What follows belongs to an exercise in optimizing a design on an open flow for small area and a short achievable clock period; a production flow would make more cautious choices. The RTL was checked by simulation tests, not by an equivalence proof against the original design. Power is estimated from default activity; no workload was simulated.

==> inputs of build 36 <==
==> flow/design.v (excerpt) <==
module fb_combiner_n
#(
    parameter int N_CH      = 4,
    parameter int DATA_W    = 15,
    parameter int COEF_W    = 18,
    parameter int FRAC_BITS = 14,
    parameter int OUT_W     = 13,
    parameter int CNT_W     = 8
) (
    input  logic                     clk,
    input  logic                     rst_n,
    input  logic                     trig,
    input  logic [N_CH*DATA_W-1:0]   data_in,
    input  logic [N_CH*COEF_W-1:0]   coef,
    input  logic [N_CH-1:0]          ch_en,
    input  logic [1:0]               mode,
    input  logic [OUT_W-1:0]         const_dac,
    input  logic [2:0]               no_bunches,
    input  logic [3:0]               no_samples,
    input  logic [CNT_W-1:0]         sample_spacing,
    input  logic [CNT_W-1:0]         start_delay,
    input  logic                     sat_clr,
    output logic [OUT_W-1:0]         fb_sgnl,
    output logic                     dac_cond,
    output logic                     busy,
    output logic                     sat_flag
);
    logic       gate;
    logic       g;
    logic [3:0] gsr;
    logic [2:0] vld;         
    logic [20:0] sum_q;      
    logic [12:0] res;        
    logic        sat;        
    logic        drive;
    fb_window_gen #(.CNT_W(CNT_W)) u_win (
        .clk            (clk),
        .rst_n          (rst_n),
        .trig           (trig),
        .no_bunches     (no_bunches),
        .no_samples     (no_samples),
        .sample_spacing (sample_spacing),
        .start_delay    (start_delay),
        .gate           (gate),
        .busy           (busy)
    );
    logic [14:0] x0_q;
    logic [8:0] one0_d, two0_d, neg0_d, one0_q, two0_q, neg0_q;
    logic [14:0] x1_q;
    logic [8:0] one1_d, two1_d, neg1_d, one1_q, two1_q, neg1_q;
    logic [14:0] x2_q;
  ...
==> flow/config.mk <==
export PLATFORM = sky130hd
export DESIGN_NAME = fb_combiner_n
export DESIGN_NICKNAME = fb_combiner_n
export VERILOG_FILES = /design/flow/design.v
export SDC_FILE = /design/flow/constraint.sdc
export NUM_CORES = 4
export LEC_CHECK = 0
export ABC_CLOCK_PERIOD_IN_PS = 2000
export CAP_MARGIN = 20
export CORE_MARGIN = 2
export CORE_UTILIZATION = 60
export SLEW_MARGIN = 20
export SYNTH_HIERARCHICAL = 1
export SYNTH_MINIMUM_KEEP_SIZE = 0
==> flow/constraint.sdc <==
create_clock -name core_clock -period 9.0 [get_ports {clk}]
set_input_delay 1.8000 -clock core_clock [delete_from_list [all_inputs] [get_ports {clk}]]
set_output_delay 1.8000 -clock core_clock [all_outputs]
set_load 0.01 [all_outputs]
standard.sh (not shown) runs the stock make flow with config.mk's settings and CLKGATE_MAP_FILE= SYNTH_SCRIPT=/design/flow/synth_recipe.tcl, a recipe that flattens the netlist after the stock synthesis.
==> flow/flow/run.sh <==
#!/bin/bash
set -euo pipefail
bash standard.sh SETUP_SLACK_MARGIN=6.0 "BUFFER_PORTS_ARGS=-buffer_cell sky130_fd_sc_hd__buf_1" finish > flow_make.log 2>&1
==> inputs of trial 81, as changes to build 36 <==
==> flow/flow/run.sh (replaced) <==
#!/bin/bash
set -euo pipefail
bash standard.sh SETUP_SLACK_MARGIN=6.15 "BUFFER_PORTS_ARGS=-buffer_cell sky130_fd_sc_hd__buf_1" finish > flow_make.log 2>&1
Settings changed: CORE_UTILIZATION 60 to 70, CTS_CLUSTER_DIAMETER set to 80, CTS_CLUSTER_SIZE set to 24.
==> qor summary <==
item	build 36	trial 81
Run status	no timing/DRC/antenna violations	no timing/DRC/antenna violations
Pre-CTS setup slack	5.10 ns	5.20 ns
Sum of routed wire segments on met1	42500 µm	38000 µm
Share of total power in sequential cells	0.289	0.318
WL final	104000 µm	101000 µm
Area growth, synth to finish	8.51%	5.17%
Critical register-to-register path startpoint	one2_q[5]	x2_q[14]
Clk slew on worst S/H paths	0.06 ns	0.10 ns
Initial antenna violation count	0	5
Share of total power consumed by net switching	0.405	0.420
Power of the combinational group	7.31 mW	7.12 mW
Worst endpoint data arrival time	3.47 ns	1.18 ns
Worst Setup End Kind	register	output pin
DP Wirelength	79100 µm	76700 µm
Final core utilization	0.656	0.746
Clock H-tree levels	2	1
Ratio of cells with drive above 1 in the final layout	0.0808	0.0820
R2R Setup Slk	6.04 ns	6.15 ns
Clock Power Share	0.190	0.119
Slowest stage cell on the critical path	sky130_fd_sc_hd__dfxtp_1	sky130_fd_sc_hd__dfrtp_1

* * *

==> try-willow: inputs <==
Another version of the RTL of fb_combiner_n (not shown whole).
==> module fb_window_gen, before the edit <==
module fb_window_gen
#(
    parameter int CNT_W = 8
) (
    input  logic             clk,
    input  logic             rst_n,
    input  logic             trig,
    input  logic [2:0]       no_bunches,
    input  logic [3:0]       no_samples,
    input  logic [CNT_W-1:0] sample_spacing,
    input  logic [CNT_W-1:0] start_delay,
    output logic             gate,
    output logic             busy
);
    fb_pkg::fb_state_t        state;
    logic             trig_d;
    logic             go;
    logic [2:0]       bunches;
    logic [3:0]       samples;
    logic [CNT_W-1:0] spacing;
    logic [CNT_W-1:0] cnt;
    logic [CNT_W-1:0] win;
    assign go   = trig && !trig_d && no_bunches != 3'd0 && no_samples != 4'd0;
    assign win  = CNT_W'(samples) - CNT_W'(1);
    assign gate = state == fb_pkg::ACTIVE;
    assign busy = state != fb_pkg::IDLE;
    always_ff @(posedge clk or negedge rst_n) begin
        if (!rst_n) begin
            state   <= fb_pkg::IDLE;
            trig_d  <= 1'b0;
            bunches <= '0;
            samples <= '0;
            spacing <= '0;
            cnt     <= '0;
        end else begin
            trig_d <= trig;
            case (state)
                fb_pkg::IDLE: if (go) begin
                    bunches <= no_bunches;
                    samples <= no_samples;
                    spacing <= sample_spacing;
                    state   <= start_delay == '0 ? fb_pkg::ACTIVE : fb_pkg::DELAY;
                    cnt     <= start_delay == '0 ? CNT_W'(no_samples) - CNT_W'(1) : start_delay - CNT_W'(1);
                end
                fb_pkg::DELAY: begin
                    state <= cnt == '0 ? fb_pkg::ACTIVE : fb_pkg::DELAY;
                    cnt   <= cnt == '0 ? win : cnt - CNT_W'(1);
                end
                fb_pkg::ACTIVE: begin
                    if (cnt != '0) cnt <= cnt - CNT_W'(1);
                    else if (bunches == 3'd1) state <= fb_pkg::IDLE;
                    else begin
                        bunches <= bunches - 3'd1;
                        state   <= spacing > CNT_W'(samples) ? fb_pkg::GAP : fb_pkg::ACTIVE;
                        cnt     <= spacing > CNT_W'(samples) ? spacing - CNT_W'(samples) - CNT_W'(1) : win;
                    end
                end
                fb_pkg::GAP: begin
                    state <= cnt == '0 ? fb_pkg::ACTIVE : fb_pkg::GAP;
                    cnt   <= cnt == '0 ? win : cnt - CNT_W'(1);
                end
                default: state <= fb_pkg::IDLE;
            endcase
        end
    end
endmodule
==> flow/config.mk <==
export PLATFORM = sky130hd
export DESIGN_NAME = fb_combiner_n
export DESIGN_NICKNAME = fb_combiner_n
export VERILOG_FILES = /design/flow/design.v
export SDC_FILE = /design/flow/constraint.sdc
export NUM_CORES = 4
export LEC_CHECK = 0
export CAP_MARGIN = 20
export CORE_MARGIN = 2
export CORE_UTILIZATION = 40
export SLEW_MARGIN = 20
==> flow/constraint.sdc <==
create_clock -name core_clock -period 9.0 [get_ports {clk}]
set_input_delay 1.8000 -clock core_clock [delete_from_list [all_inputs] [get_ports {clk}]]
set_output_delay 1.8000 -clock core_clock [all_outputs]
set_load 0.01 [all_outputs]
run.sh (not shown) runs the stock make flow with config.mk's settings and CLKGATE_MAP_FILE= SYNTH_SCRIPT=/design/flow/synth_recipe.tcl, a recipe that flattens the netlist after the stock synthesis.
Stock flow here: none of the scripts above is used.
==> try-violet: changes against try-willow <==
--- a/flow/design.v
+++ b/flow/design.v
@@ -23,16 +23,51 @@
     output logic             busy
 );
-    fb_pkg::fb_state_t        state;
+    fb_pkg::fb_state_t state, state_n;
     logic             trig_d;
     logic             go;
-    logic [2:0]       bunches;
-    logic [3:0]       samples;
-    logic [CNT_W-1:0] spacing;
-    logic [CNT_W-1:0] cnt;
+    logic [2:0]       bunches, bunches_n;
+    logic [3:0]       samples, samples_n;
+    logic [CNT_W-1:0] spacing, spacing_n;
+    logic [CNT_W-1:0] cnt, cnt_n;
     logic [CNT_W-1:0] win;
+    logic             busy_q;
     assign go   = trig && !trig_d && no_bunches != 3'd0 && no_samples != 4'd0;
     assign win  = CNT_W'(samples) - CNT_W'(1);
     assign gate = state == fb_pkg::ACTIVE;
-    assign busy = state != fb_pkg::IDLE;
+    assign busy = busy_q;
+    always_comb begin
+        state_n   = state;
+        bunches_n = bunches;
+        samples_n = samples;
+        spacing_n = spacing;
+        cnt_n     = cnt;
+        case (state)
+            fb_pkg::IDLE: if (go) begin
+                bunches_n = no_bunches;
+                samples_n = no_samples;
+                spacing_n = sample_spacing;
+                state_n   = start_delay == '0 ? fb_pkg::ACTIVE : fb_pkg::DELAY;
+                cnt_n     = start_delay == '0 ? CNT_W'(no_samples) - CNT_W'(1) : start_delay - CNT_W'(1);
+            end
+            fb_pkg::DELAY: begin
+                state_n = cnt == '0 ? fb_pkg::ACTIVE : fb_pkg::DELAY;
+                cnt_n   = cnt == '0 ? win : cnt - CNT_W'(1);
+            end
+            fb_pkg::ACTIVE: begin
+                if (cnt != '0) cnt_n = cnt - CNT_W'(1);
+                else if (bunches == 3'd1) state_n = fb_pkg::IDLE;
+                else begin
+                    bunches_n = bunches - 3'd1;
+                    state_n   = spacing > CNT_W'(samples) ? fb_pkg::GAP : fb_pkg::ACTIVE;
+                    cnt_n     = spacing > CNT_W'(samples) ? spacing - CNT_W'(samples) - CNT_W'(1) : win;
+                end
+            end
+            fb_pkg::GAP: begin
+                state_n = cnt == '0 ? fb_pkg::ACTIVE : fb_pkg::GAP;
+                cnt_n   = cnt == '0 ? win : cnt - CNT_W'(1);
+            end
+            default: state_n = fb_pkg::IDLE;
+        endcase
+    end
     always_ff @(posedge clk or negedge rst_n) begin
         if (!rst_n) begin
@@ -43,33 +78,13 @@
             spacing <= '0;
             cnt     <= '0;
+            busy_q  <= 1'b0;
         end else begin
-            trig_d <= trig;
-            case (state)
-                fb_pkg::IDLE: if (go) begin
-                    bunches <= no_bunches;
-                    samples <= no_samples;
-                    spacing <= sample_spacing;
-                    state   <= start_delay == '0 ? fb_pkg::ACTIVE : fb_pkg::DELAY;
-                    cnt     <= start_delay == '0 ? CNT_W'(no_samples) - CNT_W'(1) : start_delay - CNT_W'(1);
-                end
-                fb_pkg::DELAY: begin
-                    state <= cnt == '0 ? fb_pkg::ACTIVE : fb_pkg::DELAY;
-                    cnt   <= cnt == '0 ? win : cnt - CNT_W'(1);
-                end
-                fb_pkg::ACTIVE: begin
-                    if (cnt != '0) cnt <= cnt - CNT_W'(1);
-                    else if (bunches == 3'd1) state <= fb_pkg::IDLE;
-                    else begin
-                        bunches <= bunches - 3'd1;
-                        state   <= spacing > CNT_W'(samples) ? fb_pkg::GAP : fb_pkg::ACTIVE;
-                        cnt     <= spacing > CNT_W'(samples) ? spacing - CNT_W'(samples) - CNT_W'(1) : win;
-                    end
-                end
-                fb_pkg::GAP: begin
-                    state <= cnt == '0 ? fb_pkg::ACTIVE : fb_pkg::GAP;
-                    cnt   <= cnt == '0 ? win : cnt - CNT_W'(1);
-                end
-                default: state <= fb_pkg::IDLE;
-            endcase
+            trig_d  <= trig;
+            state   <= state_n;
+            bunches <= bunches_n;
+            samples <= samples_n;
+            spacing <= spacing_n;
+            cnt     <= cnt_n;
+            busy_q  <= state_n != fb_pkg::IDLE;
         end
     end
--- a/flow/config.mk
+++ b/flow/config.mk
@@ -9,3 +9,4 @@
 export CORE_MARGIN = 2
 export CORE_UTILIZATION = 40
+export SETUP_SLACK_MARGIN = 5
 export SLEW_MARGIN = 20
==> comparison table <==
quantity	try-willow	try-violet
Status	finished clean	finished clean
Multi-input gate share of total cell area	57.1%	56.9%
Synthesis-to-layout area growth	12.4%	12.8%
Required @ worst endpoint	7.20 ns	9.51 ns
Static Leak	18.5 nW	18.5 nW
ClkCell Share	5.14%	5.31%
Logic inverters	481	472
Kind of launch point of the worst setup path	flop	primary input
End-of-flow core utilization	45.3%	45.4%
Global-route wire length before repair	166000 um	164000 um
Achievable Freq	251 MHz	256 MHz
Crit share post-route	44.3%	43.3%
Chip height	316 um	315 um
Instance count on the critical path	3	10
Wire length on met2	50100 um	49300 um
Net Switching	6.06 mW	6.00 mW
Global routing met1 resource utilization	28.8%	28.9%

## afterwards: timing with drivers on the ports
The flow's constraints put no driver on any port. The routed layouts listed below were extracted and timed again, unchanged, in two steps. Step 1 assumes that a clkbuf_16 drives the clock port and a buf_2 every other input. Step 2 moves the port delays by t, midway between the first and last clock arrival at a register: inputs arrive t later, outputs are due t later. That takes back most of the time a late clock gives input paths. Slacks: no drivers / after step 1 / after step 2; pairs: no drivers / after step 1.
run	t, ns	setup slack, ns	worst register clock-pin slew, ns	pins driven straight from the clock port
build 36	0.704	6.036 / 5.989 / 5.488	0.07 / 0.07	1
trial 81	0.699	6.020 / 5.954 / 5.576	0.10 / 0.10	1
try-willow	0.731	5.016 / 4.947 / 4.664	0.07 / 0.07	1
try-violet	0.691	5.100 / 5.153 / 4.462	0.07 / 0.07	1
After both steps setup and hold are still met in every run listed. The setup slack of try-violet, which loses most, moves by +0.053 ns with the drivers and by -0.638 ns with both steps.
